Source: an optimization exercise on an open RTL-to-GDS flow (aim: small area). Production flows keep margins and buffers that such runs may drop. In this exercise RTL edits were held to simulation tests only and were not proved equivalent to the original. Power figures rest on the tool's default switching activity, not on a simulated workload.

--- run.sh ---
#!/bin/bash
# synth_recipe.tcl (not shown) runs the flow's synth.tcl, then flattens the netlist and writes it again
# the make line also repeats each setting of config.mk as NAME=value (left out here)
make -C /OpenROAD-flow-scripts/flow DESIGN_CONFIG=/design/flow/config.mk WORK_HOME=/design/flow/orfs CLKGATE_MAP_FILE= SYNTH_SCRIPT=/design/flow/synth_recipe.tcl finish
--- config.mk ---
export PLATFORM = sky130hd
export DESIGN_NAME = rv_core_top
export DESIGN_NICKNAME = rv_core_top
export VERILOG_FILES = /design/flow/design.v
export SDC_FILE = /design/flow/constraint.sdc
export NUM_CORES = 4
export LEC_CHECK = 0
export CAP_MARGIN = 20
export CORE_MARGIN = 2
export CORE_UTILIZATION = 40
export SLEW_MARGIN = 20
--- constraint.sdc ---
create_clock -name core_clock -period 9.0 [get_ports {clk}]
set_input_delay 1.8000 -clock core_clock [delete_from_list [all_inputs] [get_ports {clk}]]
set_output_delay 1.8000 -clock core_clock [all_outputs]
set_load 0.01 [all_outputs]
--- design.v ---
`timescale 1ns/1ps
package rv_core_pkg;
   typedef struct packed {
      logic [6:0] funct7;
      logic [4:0] rs2;
      logic [4:0] rs1;
      logic [2:0] funct3;
      logic [4:0] rd;
      logic [6:0] opcode;
   } r_fmt_t;
   typedef struct packed {
      logic [11:0] imm;
      logic [4:0]  rs1;
      logic [2:0]  funct3;
      logic [4:0]  rd;
      logic [6:0]  opcode;
   } i_fmt_t;
   typedef struct packed {
      logic [6:0] imm_hi;    
      logic [4:0] rs2;
      logic [4:0] rs1;
      logic [2:0] funct3;
      logic [4:0] imm_lo;    
      logic [6:0] opcode;
   } s_fmt_t;
   typedef struct packed {
      logic       imm_12;
      logic [5:0] imm_10_5;
      logic [4:0] rs2;
      logic [4:0] rs1;
      logic [2:0] funct3;
      logic [3:0] imm_4_1;
      logic       imm_11;
      logic [6:0] opcode;
   } b_fmt_t;
   typedef union packed {
      r_fmt_t r_fmt;
      i_fmt_t i_fmt;
      s_fmt_t s_fmt;
      b_fmt_t b_fmt;
   } instr_u;
   typedef enum logic [2:0] {
      C_NONE = 3'd0, C_ALU_R = 3'd1, C_ALU_I = 3'd2, C_LOAD = 3'd3,
      C_STORE = 3'd4, C_BRANCH = 3'd5, C_ILLEGAL = 3'd6
   } cls_e;
endpackage
`timescale 1ns/1ps
`timescale 1ns/1ps
`timescale 1ns/1ps
`timescale 1ns/1ps
module rv_core_top (
   input  logic        clk,
   input  logic        rst_n,
   input  logic        instr_valid,
   input  rv_core_pkg::instr_u      instr,
   output logic        wb_valid,
   output logic [4:0]  wb_rd,
   output logic [31:0] wb_data,
   output logic        br_valid,
   output logic        br_taken,
   output logic [31:0] br_offset,
   output logic        illegal
);
   localparam int NW = 64;
   logic [2:0]  cls_in;
   logic [2:0]  s1_cls, s2_cls;       
   logic [31:7] s1_ins, s2_ins;       
   always_comb begin
      cls_in = rv_core_pkg::C_NONE;
      if (instr_valid) begin
         case (instr.r_fmt.opcode)
            7'b0110011: cls_in = (instr.r_fmt.rd != 5'd0) ? rv_core_pkg::C_ALU_R : rv_core_pkg::C_NONE;
            7'b0010011: cls_in = (instr.r_fmt.rd != 5'd0) ? rv_core_pkg::C_ALU_I : rv_core_pkg::C_NONE;
            7'b0000011: cls_in = (instr.r_fmt.rd != 5'd0) ? rv_core_pkg::C_LOAD  : rv_core_pkg::C_NONE;
            7'b0100011: cls_in = rv_core_pkg::C_STORE;
            7'b1100011: cls_in = rv_core_pkg::C_BRANCH;
            default:    cls_in = rv_core_pkg::C_ILLEGAL;
         endcase
      end
   end
   always_ff @(posedge clk or negedge rst_n) begin
      if (!rst_n) begin
         s1_cls <= rv_core_pkg::C_NONE;
         s2_cls <= rv_core_pkg::C_NONE;
      end else begin
         s1_cls <= cls_in;
         s2_cls <= s1_cls;
      end
   end
   always_ff @(posedge clk) begin
      s1_ins <= instr[31:7];
      s2_ins <= s1_ins;
   end
   logic        w_valid;     
   logic        w_br;
   logic        w_ill;
   logic        w_load;      
   logic [4:0]  w_rd;        
   logic [31:0] w_data;      
   wire [4:0] rs1 = s2_ins[19:15];
   wire [4:0] rs2 = s2_ins[24:20];
   wire [4:0] rd  = s2_ins[11:7];
   wire [2:0] f3  = s2_ins[14:12];
   wire       alt = s2_ins[30];
   wire is_r  = (s2_cls == rv_core_pkg::C_ALU_R);
   wire is_i  = (s2_cls == rv_core_pkg::C_ALU_I);
   wire is_ld = (s2_cls == rv_core_pkg::C_LOAD);
   wire is_st = (s2_cls == rv_core_pkg::C_STORE);
   wire is_br = (s2_cls == rv_core_pkg::C_BRANCH);
   wire is_il = (s2_cls == rv_core_pkg::C_ILLEGAL);
   logic [32*32-1:0] regs;    
   logic [31:1] reg_ok;
   always_ff @(posedge clk or negedge rst_n) begin
      if (!rst_n) begin
         reg_ok <= '0;
      end else begin
         for (int i = 1; i < 32; i++) begin
            if (w_valid && w_rd == 5'(i)) reg_ok[i] <= 1'b1;
         end
      end
   end
   for (genvar i = 1; i < 32; i++) begin : g_reg
      logic [31:0] q;
      always_ff @(posedge clk) begin
         if (w_valid && w_rd == 5'(i)) q <= w_data;
      end
      assign regs[32*i +: 32] = q;
   end
   assign regs[31:0] = '0;
   wire byp_a = w_valid && !w_load && (w_rd == rs1);
   wire byp_b = w_valid && !w_load && (w_rd == rs2);
   logic [31:0] rs1_val, rs2_val;
   always_comb begin
      rs1_val = {32{byp_a}} & w_data;
      rs2_val = {32{byp_b}} & w_data;
      for (int i = 1; i < 32; i++) begin
         rs1_val = rs1_val | ({32{!byp_a && reg_ok[i] && rs1 == 5'(i)}} & regs[32*i +: 32]);
         rs2_val = rs2_val | ({32{!byp_b && reg_ok[i] && rs2 == 5'(i)}} & regs[32*i +: 32]);
      end
   end
   wire [31:0] imm_i = {{20{s2_ins[31]}}, s2_ins[31:20]};
   wire [31:0] imm_s = {{20{s2_ins[31]}}, s2_ins[31:25], s2_ins[11:7]};
   wire [31:0] imm_b = {{20{s2_ins[31]}}, s2_ins[7], s2_ins[30:25], s2_ins[11:8], 1'b0};
   wire [31:0] op_a = rs1_val;
   wire [31:0] op_b = (is_r || is_br) ? rs2_val : (is_st ? imm_s : imm_i);
   wire sub = is_br || ((is_r || is_i) && (f3 == 3'd2 || f3 == 3'd3)) ||
              (is_r && f3 == 3'd0 && alt);
   wire [33:0] add_full = {1'b0, op_a, 1'b1} + {1'b0, op_b ^ {32{sub}}, sub};
   wire [31:0] sum  = add_full[32:1];
   wire        cout = add_full[33];
   wire lt_u = !cout;
   wire lt_s = (op_a[31] ^ op_b[31]) ? op_a[31] : sum[31];
   wire eq   = (sum == 32'd0);
   wire        shl = (f3 == 3'd1);
   logic [31:0] sh_in, sh_out, shl_out;
   always_comb begin
      for (int k = 0; k < 32; k++) sh_in[k] = shl ? op_a[31-k] : op_a[k];
   end
   wire        sh_fill = alt && op_a[31] && !shl;
   wire [32:0] sh_full = $signed({sh_fill, sh_in}) >>> op_b[4:0];
   assign sh_out = sh_full[31:0];
   always_comb begin
      for (int k = 0; k < 32; k++) shl_out[k] = sh_out[31-k];
   end
   logic [31:0] alu_res;
   always_comb begin
      case (f3)
         3'd0:    alu_res = sum;
         3'd1:    alu_res = shl_out;
         3'd2:    alu_res = {31'b0, lt_s};
         3'd3:    alu_res = {31'b0, lt_u};
         3'd4:    alu_res = op_a ^ op_b;
         3'd5:    alu_res = sh_out;
         3'd6:    alu_res = op_a | op_b;
         default: alu_res = op_a & op_b;
      endcase
   end
   logic taken;
   always_comb begin
      case (f3)
         3'd0:    taken = eq;
         3'd1:    taken = !eq;
         3'd4:    taken = lt_s;
         3'd5:    taken = !lt_s;
         3'd6:    taken = lt_u;
         3'd7:    taken = !lt_u;
         default: taken = 1'b0;
      endcase
   end
   wire [5:0] widx = sum[7:2];
   wire [1:0] boff = sum[1:0];
   logic [3:0]  byte_en;
   logic [31:0] st_data;
   always_comb begin
      case (f3[1:0])
         2'd0: begin
            byte_en = 4'b0001 << boff;
            st_data = {4{rs2_val[7:0]}};
         end
         2'd1: begin
            byte_en = boff[1] ? 4'b1100 : 4'b0011;
            st_data = {2{rs2_val[15:0]}};
         end
         default: begin
            byte_en = 4'b1111;
            st_data = rs2_val;
         end
      endcase
   end
   logic [NW*32-1:0] mem;
   for (genvar k = 0; k < NW; k++) begin : g_mem
      for (genvar j = 0; j < 4; j++) begin : g_lane
         logic [7:0] q;
         always_ff @(posedge clk) begin
            if (is_st && widx == 6'(k) && byte_en[j]) q <= st_data[8*j +: 8];
         end
         assign mem[32*k + 8*j +: 8] = q;
      end
   end
   logic [31:0] rdata;
   always_comb begin
      rdata = '0;
      for (int k = 0; k < NW; k++) rdata = rdata | ({32{widx == 6'(k)}} & mem[32*k +: 32]);
   end
   logic [15:0] half;
   logic [7:0]  byte_v;
   logic [31:0] ld_val;
   always_comb begin
      half   = boff[1] ? rdata[31:16] : rdata[15:0];
      byte_v = boff[0] ? half[15:8] : half[7:0];
      case (f3[1:0])
         2'd0:    ld_val = {{24{byte_v[7] && !f3[2]}}, byte_v};
         2'd1:    ld_val = {{16{half[15] && !f3[2]}}, half};
         default: ld_val = rdata;
      endcase
   end
   always_ff @(posedge clk or negedge rst_n) begin
      if (!rst_n) begin
         w_valid <= 1'b0;
         w_br    <= 1'b0;
         w_ill   <= 1'b0;
      end else begin
         w_valid <= is_r || is_i || is_ld;
         w_br    <= is_br;
         w_ill   <= is_il;
      end
   end
   always_ff @(posedge clk) begin
      w_load <= is_ld;
      w_rd   <= {rd[4:1], is_br ? taken : rd[0]};
      w_data <= is_br ? imm_b : (is_ld ? ld_val : alu_res);
   end
   assign wb_valid  = w_valid;
   assign wb_rd     = w_rd;
   assign wb_data   = w_data;
   assign br_valid  = w_br;
   assign br_taken  = w_rd[0];
   assign br_offset = w_data;
   assign illegal   = w_ill;
endmodule
==> out/metrics.csv, run 1 <==
metric,value,unit
status,finished with violations,
SO Viols,setup timing,
Critical Path Start,s2_ins[24],
# setup viols final,15,
worst r2r src,s2_ins[24],
Mapped Cells,9258,
Final Hold Violating Endpoints,0,
die height,582,µm
layout cells sized above 1,0.240,
Iteration-0 DRC Markers,22363,
Synthesis Warnings,1,
pre-CTS setup slack,-0.817,ns
area grow syn2layout,24.3,%
R2R cell count,38,
WP buf/inv,14,
GPL Wtd Cong,1.09,
post-synthesis mux area share,0.00770,
DIE AREA,338000,µm²
Adder-Cell Fraction of Synth Area,0.00900,
hold path cells,0,
WP data required,9.84,ns
Max rail drop VDD,0.000214,V
final setup margin,-0.123,ns
post-synthesis xor/xnor area fraction,0.00505,
Tmin final,9.12,ns
Setup TNS,-0.658,ns
Final Instance Area,166000,µm²
mapped cell area,133000,µm²
Max Root-Sink Buffers,4,
Hold Crit Start,s1_ins[14],
Nets,10815,
register area share after synthesis,0.705,
Max-Cap Viols,0,
Tcrit/Tclk final,1.01,
Global Route Usage Sum,0.467,
syn_area_per_cell,14.4,µm²
"FF+latch count, synth",3168,
largest family of logic cells by synthesized area,compound AO/OA/AOI/OAI gates,
Core Area,333000,µm²
CP Class,flip-flop to flip-flop,
Routed WL per cell,52.5,µm
Crit-path slowest cell,a2111oi_1,
overall power,41200,µW
grt total ovfl,0,
fin. max-slew vios,0,
io pins,108,
"setup slack, reg-to-reg",-0.12,ns
Worst-path clk slew,0.06,ns
clk latency of the worst-skew pair,1.03,ns
Crit path top cell by count,buf_4,
Starting Density,0.401,
hold path endpoint,s2_ins[14],
post-route ant nets,0,
Synth Flop Type,edfxtp_1,
asr flop ratio synth,0.0126,
final WL,810,mm
pwr dens,249,nW/µm²
# port buffers,107,
Worst Path Arrival,9.97,ns
"slowest stage delay, CP",0.97,ns
clock sink count,3168,
Hold WS,0.326,ns
Worst setup SP type,flip-flop,
CTS Root Buffer Type,clkbuf_16,
Leakage Power,0.0570,µW
post-DP HPWL,565,mm
via/cell ratio,7.32,
vias in the first global route,105112,
simple-gate area share of the yosys netlist,0.0810,
"CP delay by family, top",compound AO/OA/AOI/OAI gates,
number of H-tree levels,5,
FMAX,0.110,GHz
Rel. slew slack,0.115,
RR Endpoint,w_data[24],
hold_buf cts,0,
worst-margin pin slew,1.33,ns
final setup skew,0.0939,ns
initial antenna violation count,78,
DRT Pass-1 Iters,12,
TritonCTS buffer count,346,
CTS tree,built,
Post-synth EDFFs,3040,
num rows,212,
Compound-Gate Fraction of Synth Area,0.167,
first-pass GRT wire length,1040,mm
Die Span X,582,µm
"Distinct cells, synth",111,
pin count of the biggest net entering global routing,68,
total number of vias,112921,
endpoint class of the critical path,flip-flop,
Critical Path Fanout Max,10,
Placed Area,154000,µm²
drt drc,0,
Hold WC Path Type,flip-flop to flip-flop,
[how the worst max path moves through the flow]
stage	endpoint	slack [ns]	cells past startpoint
4_1_cts	w_data[24]	-0.03	37
5_1_grt	w_data[8]	-0.09	37
3_3_place_gp	w_data[24]	-1.08	34
3_5_place_dp	w_data[24]	-0.82	34
6_report	w_data[24]	-0.12	38
2_1_floorplan	g_mem[27].g_lane[0].q[0]	-0.06	30
[routing by layer]
layer  wire [µm]  track usage  vias up  share of wire
met1      268000        0.541    56748           0.33
li1            -            -    41250              -
met5         382            0        -        0.00047
met2      346000        0.689    11268           0.43
met4       90900        0.416       50           0.11
met3      105000        0.157     3605           0.13
[flip-flops by register name (all words and copies together), names as in the netlist]
signal          cells
g_mem.g_lane.q   2048
g.q               992
w_data             32
reg_ok             31
s1_ins             25
s2_ins             25
w_rd                5
s1_cls              3
s2_cls              3
w_br                1
w_ill               1
w_load              1
w_valid             1
[power breakdown]
part           switching (µW)  total, µW  internal [µW]
clock                    6320      14700           8350
combinational            6750       9660           2910
sequential                207      16900          16700
total                   13300      41200          28000
[cell type report]
type,instances,area [µm²]
flip-flops and latches,3168,94100
well taps,4387,5490
clock inverters,202,2190
inverters,150,566
diodes,70,175
repair buffers,1779,15700
clock buffers,431,9190
multi-input cells,5239,38500
fillers,28293,167000
[Yosys cell counts (100+ instances only)]
master     instances  share of area
a222oi_1         100         0.0075
inv_1            144         0.0040
nor2_1           589          0.017
a22oi_1          863          0.049
edfxtp_1        3040           0.68
nand4_1          250          0.012
o211ai_1         126         0.0071
o2111ai_1        141         0.0093
clkbuf_1         529          0.015
a22o_1           311          0.020
a221oi_1         304          0.020
nand2_1          440          0.012
o21ai_0          141         0.0053
and3_1           151         0.0071
a21oi_1          213         0.0080
nand3_1          221         0.0083
nor3_1           109         0.0041
[cells in the final DEF, fill, tap and decap left out, types with 45 or more instances in the layout]
master | synthesis | routed
ha_1 | 96 | 95
dfxtp_1 | 88 | 84
mux2i_1 | 70 | 67
o2111ai_1 | 141 | 141
a221oi_1 | 304 | 296
nor2_4 | 0 | 46
clkinv_2 | 0 | 48
nand2_1 | 440 | 427
a211oi_1 | 78 | 55
clkbuf_1 | 529 | 74
nand3_1 | 221 | 213
xnor2_1 | 65 | 56
and4_1 | 49 | 45
a22oi_1 | 863 | 857
o211ai_1 | 126 | 126
inv_1 | 144 | 144
clkinv_1 | 1 | 64
diode_2 | 0 | 70
clkbuf_16 | 0 | 356
buf_12 | 0 | 165
nand4_1 | 250 | 250
a22o_1 | 311 | 311
and3_1 | 151 | 148
edfxtp_1 | 3040 | 3040
clkdlybuf4s50_1 | 0 | 106
nor2_1 | 589 | 515
buf_4 | 43 | 1498
nor3_1 | 109 | 88
o21ai_0 | 141 | 133
a21oi_1 | 213 | 165
a222oi_1 | 100 | 100
[through the flow]
step,util,instances
final,0.498,15426
after global placement,0.461,14701
after floorplan,-,9258
after detailed placement,0.461,14704
after CTS,0.496,15341
after global routing,0.498,15363
[repair_timing]
action,in CTS,in global routing
setup buffers,4,11
setup endpoints to repair,32,33
gates resized for setup,23,98
cloned,0,2
pin swaps,3,22
[cells by family after synthesis]
| logic type | count (synthesis) |
|---|---|
| compound gates | 2834 |
| fa+ha+maj | 96 |
| simple gates | 2134 |
| flops | 3168 |
| xor+xnor | 77 |
| buf+inv | 852 |
| mux | 97 |
==> run 2: changes to the inputs <==
--- a/design.v
+++ b/design.v
@@ -46,6 +46,59 @@
 endpackage
 `timescale 1ns/1ps
 `timescale 1ns/1ps
+module rd_aoi3 (
+   input  logic d0, s0, d1, s1, d2, s2,
+   output logic y
+);
+   assign y = ~((d0 & s0) | (d1 & s1) | (d2 & s2));
+endmodule
+module rd_aoi2 (
+   input  logic d0, s0, d1, s1,
+   output logic y
+);
+   assign y = ~((d0 & s0) | (d1 & s1));
+endmodule
+module rd_nand2 (
+   input  logic d0, s0,
+   output logic y
+);
+   assign y = ~(d0 & s0);
+endmodule
+module rd_nand4 (
+   input  logic a, b, c, d,
+   output logic y
+);
+   assign y = ~(a & b & c & d);
+endmodule
+module rd_bit #(
+   parameter int N = 32
+) (
+   input  logic [N-1:0] d,
+   input  logic [N-1:0] s,
+   output logic         y
+);
+   localparam int NG = (N + 2) / 3;           
+   localparam int NH = (NG + 3) / 4;          
+   logic [4*NH-1:0] lo;
+   logic [NH-1:0]   hi;
+   for (genvar g = 0; g < NG; g++) begin : g_lo
+      if (3 * g + 2 < N) begin : g3
+         rd_aoi3 u (.d0(d[3*g]), .s0(s[3*g]), .d1(d[3*g+1]), .s1(s[3*g+1]),
+                    .d2(d[3*g+2]), .s2(s[3*g+2]), .y(lo[g]));
+      end else if (3 * g + 1 < N) begin : g2
+         rd_aoi2 u (.d0(d[3*g]), .s0(s[3*g]), .d1(d[3*g+1]), .s1(s[3*g+1]), .y(lo[g]));
+      end else begin : g1
+         rd_nand2 u (.d0(d[3*g]), .s0(s[3*g]), .y(lo[g]));
+      end
+   end
+   for (genvar g = NG; g < 4 * NH; g++) begin : g_pad
+      assign lo[g] = 1'b1;
+   end
+   for (genvar h = 0; h < NH; h++) begin : g_hi
+      rd_nand4 u (.a(lo[4*h]), .b(lo[4*h+1]), .c(lo[4*h+2]), .d(lo[4*h+3]), .y(hi[h]));
+   end
+   assign y = |hi;
+endmodule
 `timescale 1ns/1ps
 `timescale 1ns/1ps
 module rv_core_top (
@@ -97,6 +150,10 @@
    logic        w_load;      
    logic [4:0]  w_rd;        
    logic [31:0] w_data;      
+   logic        w_st;        
+   logic [7:0]  w_addr;      
+   logic [2:0]  w_f3;        
+   logic [31:0] wr_data;     
    wire [4:0] rs1 = s2_ins[19:15];
    wire [4:0] rs2 = s2_ins[24:20];
    wire [4:0] rd  = s2_ins[11:7];
@@ -122,21 +179,32 @@
    for (genvar i = 1; i < 32; i++) begin : g_reg
       logic [31:0] q;
       always_ff @(posedge clk) begin
-         if (w_valid && w_rd == 5'(i)) q <= w_data;
+         if (w_valid && w_rd == 5'(i)) q <= wr_data;
       end
       assign regs[32*i +: 32] = q;
    end
    assign regs[31:0] = '0;
    wire byp_a = w_valid && !w_load && (w_rd == rs1);
    wire byp_b = w_valid && !w_load && (w_rd == rs2);
+   logic [31:0] sel_a, sel_b;    
+   logic [32*32-1:0] rf_in;      
    logic [31:0] rs1_val, rs2_val;
    always_comb begin
-      rs1_val = {32{byp_a}} & w_data;
-      rs2_val = {32{byp_b}} & w_data;
+      sel_a[0] = byp_a;
+      sel_b[0] = byp_b;
       for (int i = 1; i < 32; i++) begin
-         rs1_val = rs1_val | ({32{!byp_a && reg_ok[i] && rs1 == 5'(i)}} & regs[32*i +: 32]);
-         rs2_val = rs2_val | ({32{!byp_b && reg_ok[i] && rs2 == 5'(i)}} & regs[32*i +: 32]);
-      end
+         sel_a[i] = !byp_a && reg_ok[i] && rs1 == 5'(i);
+         sel_b[i] = !byp_b && reg_ok[i] && rs2 == 5'(i);
+      end
+      rf_in = {regs[32*32-1:32], w_data};
+   end
+   for (genvar b = 0; b < 32; b++) begin : g_rd
+      logic [31:0] col;
+      for (genvar i = 0; i < 32; i++) begin : g_col
+         assign col[i] = rf_in[32*i + b];
+      end
+      rd_bit #(.N(32)) u_a (.d(col), .s(sel_a), .y(rs1_val[b]));
+      rd_bit #(.N(32)) u_b (.d(col), .s(sel_b), .y(rs2_val[b]));
    end
    wire [31:0] imm_i = {{20{s2_ins[31]}}, s2_ins[31:20]};
    wire [31:0] imm_s = {{20{s2_ins[31]}}, s2_ins[31:25], s2_ins[11:7]};
@@ -187,23 +255,45 @@
          default: taken = 1'b0;
       endcase
    end
-   wire [5:0] widx = sum[7:2];
-   wire [1:0] boff = sum[1:0];
-   logic [3:0]  byte_en;
-   logic [31:0] st_data;
-   always_comb begin
-      case (f3[1:0])
+   always_ff @(posedge clk or negedge rst_n) begin
+      if (!rst_n) begin
+         w_valid <= 1'b0;
+         w_br    <= 1'b0;
+         w_ill   <= 1'b0;
+         w_st    <= 1'b0;
+      end else begin
+         w_valid <= is_r || is_i || is_ld;
+         w_br    <= is_br;
+         w_ill   <= is_il;
+         w_st    <= is_st;
+      end
+   end
+   always_ff @(posedge clk) begin
+      w_load <= is_ld;
+      w_rd   <= {rd[4:1], is_br ? taken : rd[0]};
+      w_data <= is_br ? imm_b : (is_st ? rs2_val : alu_res);
+      w_addr <= sum[7:0];
+      w_f3   <= f3;
+   end
+   wire [5:0] widx = w_addr[7:2];
+   wire [1:0] boff = w_addr[1:0];
+   logic [NW-1:0] wsel;
+   logic [3:0]    byte_en;
+   logic [31:0]   st_data;
+   always_comb begin
+      for (int k = 0; k < NW; k++) wsel[k] = (widx == 6'(k));
+      case (w_f3[1:0])
          2'd0: begin
             byte_en = 4'b0001 << boff;
-            st_data = {4{rs2_val[7:0]}};
+            st_data = {4{w_data[7:0]}};
          end
          2'd1: begin
             byte_en = boff[1] ? 4'b1100 : 4'b0011;
-            st_data = {2{rs2_val[15:0]}};
+            st_data = {2{w_data[15:0]}};
          end
          default: begin
             byte_en = 4'b1111;
-            st_data = rs2_val;
+            st_data = w_data;
          end
       endcase
    end
@@ -212,15 +302,18 @@
       for (genvar j = 0; j < 4; j++) begin : g_lane
          logic [7:0] q;
          always_ff @(posedge clk) begin
-            if (is_st && widx == 6'(k) && byte_en[j]) q <= st_data[8*j +: 8];
+            if (w_st && wsel[k] && byte_en[j]) q <= st_data[8*j +: 8];
          end
          assign mem[32*k + 8*j +: 8] = q;
       end
    end
    logic [31:0] rdata;
-   always_comb begin
-      rdata = '0;
-      for (int k = 0; k < NW; k++) rdata = rdata | ({32{widx == 6'(k)}} & mem[32*k +: 32]);
+   for (genvar b = 0; b < 32; b++) begin : g_mrd
+      logic [NW-1:0] col;
+      for (genvar k = 0; k < NW; k++) begin : g_col
+         assign col[k] = mem[32*k + b];
+      end
+      rd_bit #(.N(NW)) u (.d(col), .s(wsel), .y(rdata[b]));
    end
    logic [15:0] half;
    logic [7:0]  byte_v;
@@ -228,31 +321,16 @@
    always_comb begin
       half   = boff[1] ? rdata[31:16] : rdata[15:0];
       byte_v = boff[0] ? half[15:8] : half[7:0];
-      case (f3[1:0])
-         2'd0:    ld_val = {{24{byte_v[7] && !f3[2]}}, byte_v};
-         2'd1:    ld_val = {{16{half[15] && !f3[2]}}, half};
+      case (w_f3[1:0])
+         2'd0:    ld_val = {{24{byte_v[7] && !w_f3[2]}}, byte_v};
+         2'd1:    ld_val = {{16{half[15] && !w_f3[2]}}, half};
          default: ld_val = rdata;
       endcase
    end
-   always_ff @(posedge clk or negedge rst_n) begin
-      if (!rst_n) begin
-         w_valid <= 1'b0;
-         w_br    <= 1'b0;
-         w_ill   <= 1'b0;
-      end else begin
-         w_valid <= is_r || is_i || is_ld;
-         w_br    <= is_br;
-         w_ill   <= is_il;
-      end
-   end
-   always_ff @(posedge clk) begin
-      w_load <= is_ld;
-      w_rd   <= {rd[4:1], is_br ? taken : rd[0]};
-      w_data <= is_br ? imm_b : (is_ld ? ld_val : alu_res);
-   end
+   assign wr_data = w_load ? ld_val : w_data;
    assign wb_valid  = w_valid;
    assign wb_rd     = w_rd;
-   assign wb_data   = w_data;
+   assign wb_data   = wr_data;
    assign br_valid  = w_br;
    assign br_taken  = w_rd[0];
    assign br_offset = w_data;
--- a/config.mk
+++ b/config.mk
@@ -7,5 +7,6 @@
 export LEC_CHECK = 0
 export CAP_MARGIN = 20
 export CORE_MARGIN = 2
-export CORE_UTILIZATION = 40
+export CORE_UTILIZATION = 55
 export SLEW_MARGIN = 20
+export SYNTH_HIERARCHICAL = 1
==> out/metrics.csv, run 2 <==
metric,value,unit,change
fin cells,11310,,-27%
total number of vias,84944,,-25%
Net Sw Power,9340,µW,-30%
area grow syn2layout,14.7,%,
drt drc,0,,unchanged
synth top area cells,"edfxtp_1, a222oi_1, nand4_1, dfxtp_1, nor2_1",,
DIE AREA,230000,µm²,-32%
# setup viols final,5,,-10
pwr dens,244,nW/µm²,-1.7%
status,finished with violations,,
Synth area leader,edfxtp_1,,
grt total ovfl,0,,unchanged
num rows,174,,-18%
clock power share,0.380,,+0.024
Synth Flop Type,edfxtp_1,,
Tcrit/Tclk final,1.01,,about the same
asr flop ratio synth,0.0129,,+0.000267
# port buffers,107,,unchanged
"CP delay by family, top",compound AO/OA/AOI/OAI gates,,
clk latency of the worst-skew pair,0.95,ns,-0.08 ns
Die Span X,480,µm,-18%
"setup slack, reg-to-reg",0.25,ns,+0.37 ns
worst-margin pin slew,1.34,ns,+0.0165 ns
Final Hold Violating Endpoints,0,,unchanged
final setup skew,0.0479,ns,-0.0460 ns
Int Power,25600,µW,-8.6%
WP buf/inv,3,,-11
Core Area,225000,µm²,-32%
Sw Ratio,0.268,,-0.0541
Tmin final,9.13,ns,+0.00515 ns
Rel. slew slack,0.101,,-0.0143
first-pass GRT wire length,631,mm,-39%
layout cells sized above 1,0.137,,-0.103
unrepaired setup endpoints after global routing,yes,,
WP data required,7.20,ns,-2.64 ns
clock sink count,3180,,+0.38%
register area share after synthesis,0.757,,+0.0525
Top Registers,"g_mem.g_lane.q: 2048 flops, g.q: 992 flops, w_data: 32 flops",,
Post-synth EDFFs,3040,,unchanged
combinational share of power,0.129,,-0.105
Iteration-0 DRC Markers,19580,,-12%
overall power,34900,µW,-15%
via/cell ratio,7.51,,+2.6%
"FF+latch count, synth",3180,,+0.38%
post-route ant nets,0,,unchanged
"Core Util, Final",0.635,,+0.137
"slowest stage delay, CP",0.96,ns,about the same
Routed WL per cell,40.8,µm,-22%
final WL,461,mm,-43%
TritonCTS buffer count,333,,-3.8%
Synthesis Warnings,7,,+6
die height,480,µm,-18%
fin. max-slew vios,0,,unchanged
Worst setup SP type,flip-flop,,
Max-Cap Viols,0,,unchanged
"Distinct cells, synth",85,,-23%
Max Root-Sink Buffers,4,,unchanged
synth cell count leaders,"edfxtp_1, a222oi_1, nor2_1",,
Worst Path Arrival,7.33,ns,-2.64 ns
Max rail drop VDD,0.000211,V,-1.5%
DRT Pass-1 Iters,15,,+3
GPL Wtd Cong,1.01,,-7.4%
hold_buf cts,0,,unchanged
io pins,108,,unchanged
Crit-path slowest cell,a21oi_4,,
mapped cell area,125000,µm²,-6.7%
dpl cells,10688,,-27%
CP Class,flip-flop to output pin,,
most frequent cell after synthesis,edfxtp_1,,
Starting Density,0.554,,+0.153
CTS tree,built,,
syn_area_per_cell,16.9,µm²,+17%
Reg power frac,0.491,,+0.081
SO Viols,setup timing,,
Global Route Usage Sum,0.393,,-0.0735
Largest Register,g_mem.g_lane.q,,
initial antenna violation count,30,,-62%
area fraction of the dominant cell type after synthesis,0.733,,+0.0490
most frequent cells in the layout,"edfxtp_1, a222oi_1, nor2_1",,
post-DP HPWL,301,mm,-47%
CP cell instances,"nor2b_1, nand3_1, nor2_2, buf_4, a222oi_1, nand4_1, nor4_1, nand2_1, mux2i_1, a2111oi_0, buf_4, a21oi_1, o31a_2, a21oi_4, clkdlybuf4s50_1",,
Leakage Power,0.0468,µW,-18%
Hold WC Path Type,flip-flop to flip-flop,,
max FFs per register,2048,,unchanged
final setup margin,-0.128,ns,-0.00515 ns
FMAX,0.110,GHz,about the same
Mapped Cells,7391,,-20%
Critical Path Fanout Max,32,,+22
endpoint class of the critical path,output pin,,
vias in the first global route,79735,,-24%
Nets,8169,,-24%
Worst-path clk slew,0.06,ns,about the same
CTS Root Buffer Type,clkbuf_16,,
"commonest non-fill, non-tap cell in the layout",edfxtp_1,,
pin count of the biggest net entering global routing,65,,-4.4%
Crit path top cell by count,buf_4,,
number of H-tree levels,5,,unchanged
-- run 2: cell count changes in the layout (fill, tap and decap cells not counted), moves of 125 or more --
| cell | previous run | this run |
|---|---|---|
| o2111ai_1 | 141 | 0 |
| nand3_1 | 213 | 52 |
| a221oi_1 | 296 | 16 |
| nand2_1 | 427 | 302 |
| buf_4 | 1498 | 356 |
| nand4_1 | 250 | 397 |
| conb_1 | 0 | 128 |
| a22o_1 | 311 | 0 |
| a222oi_1 | 100 | 1320 |
| buf_12 | 165 | 2 |
| a22oi_1 | 857 | 16 |
-- run 2: routing by layer --
metal  vias up  global-route usage  routed length, µm
met4         8               0.262              38500
met1     42652               0.523             161000
li1      34100                   -                  -
met2      6960               0.583             203000
met3      1224              0.0908              59100
met5         -                   0                 43
-- run 2: cells by family after synthesis --
family | synth area share
buffers and inverters | 0.00987
AO/OA/AOI/OAI | 0.140
AND/OR/NAND/NOR | 0.0638
multiplexers | 0.0122
adder cells (fa/ha/maj) | 0.00994
other | 0.00289
flip-flops | 0.757
XOR/XNOR | 0.00464
-- run 2: Yosys stat by module, one instance, submodules excluded, a selection --
module / cell area (µm²) / cells inside
rd_nand2: 3.75 / 1
rd_aoi3: 10.0 / 1
rv_core_top: 107000 / 5343
rd_nand4: 6.26 / 1
rd_aoi2: 12.5 / 1
-- run 2: timing repair --
action                                 4_1_cts  5_1_grt
resized for setup                            9        0
setup endpoints to repair                    8        7
cloned                                       1        1
buffers inserted                             0        0
pin swaps                                    2        2
endpoints found under the hold margin        0        0
-- run 2: power groups by stage --
stage	sequential (µW)	clock [µW]	combinational, µW
after CTS	17100	13300	4330
after floorplan	17300	0	1840
after detailed placement	17400	0	4310
after global routing	17100	13900	4560
after global placement	17400	0	4270
final	17100	13300	4510
-- run 2: worst paths after layout --
check                            from           to  cells past startpoint
min in group asynchronous       rst_n   reg_ok[22]                      2
setup / recovery            w_addr[4]  wb_data[31]                     15
setup reg to reg              w_rd[4]      w_rd[0]                     26
hold reg to reg            s1_ins[13]   s2_ins[13]                      0
max in group asynchronous       rst_n    s2_cls[1]                      2
hold / removal             s1_ins[13]   s2_ins[13]                      0
-- run 2: cell type report --
cell class,count,area (µm²)
fill,16143,82100
clock buffer,414,8900
sequential,3180,94300
antenna,39,97.6
timing repair buffer,466,3790
multi-input combinational,3961,30200
inverter,93,354
clock inverter,165,1430
tap,2992,3740
-- run 2: through the flow --
step           setup slack (ns)  hold slack (ns)  setup TNS (ns)  cell area, µm²
2_1_floorplan              2.25            0.310               0          125000
3_3_place_gp              0.861            0.314               0          132000
3_5_place_dp              0.741            0.315               0          132000
4_1_cts                  0.0189            0.328               0          143000
5_1_grt                  -0.179            0.337          -0.800          143000
6_report                 -0.128            0.327          -0.401          143000

==> what the ideal ports hide <==
The flow's constraints put no driver on any port. The routed layouts listed below were extracted and timed again, unchanged, in two steps. Step 1: set_driving_cell puts a clkbuf_16 on clk and a buf_2 on each other input, an assumption about the parent block. Step 2 also shifts input and output timing later by t, the mid clock arrival at the registers, as if the neighbouring blocks saw the same clock. Three values: ideal, step 1, step 2; two values: the first two.
run	shift t [ns]	setup WS [ns]	worst setup path at the end	pins driven straight from the clock port
run 1	1.101	-0.123 / -0.123 / -0.123	register to register	1
run 2	1.035	-0.128 / -0.234 / 0.250	register to register	1
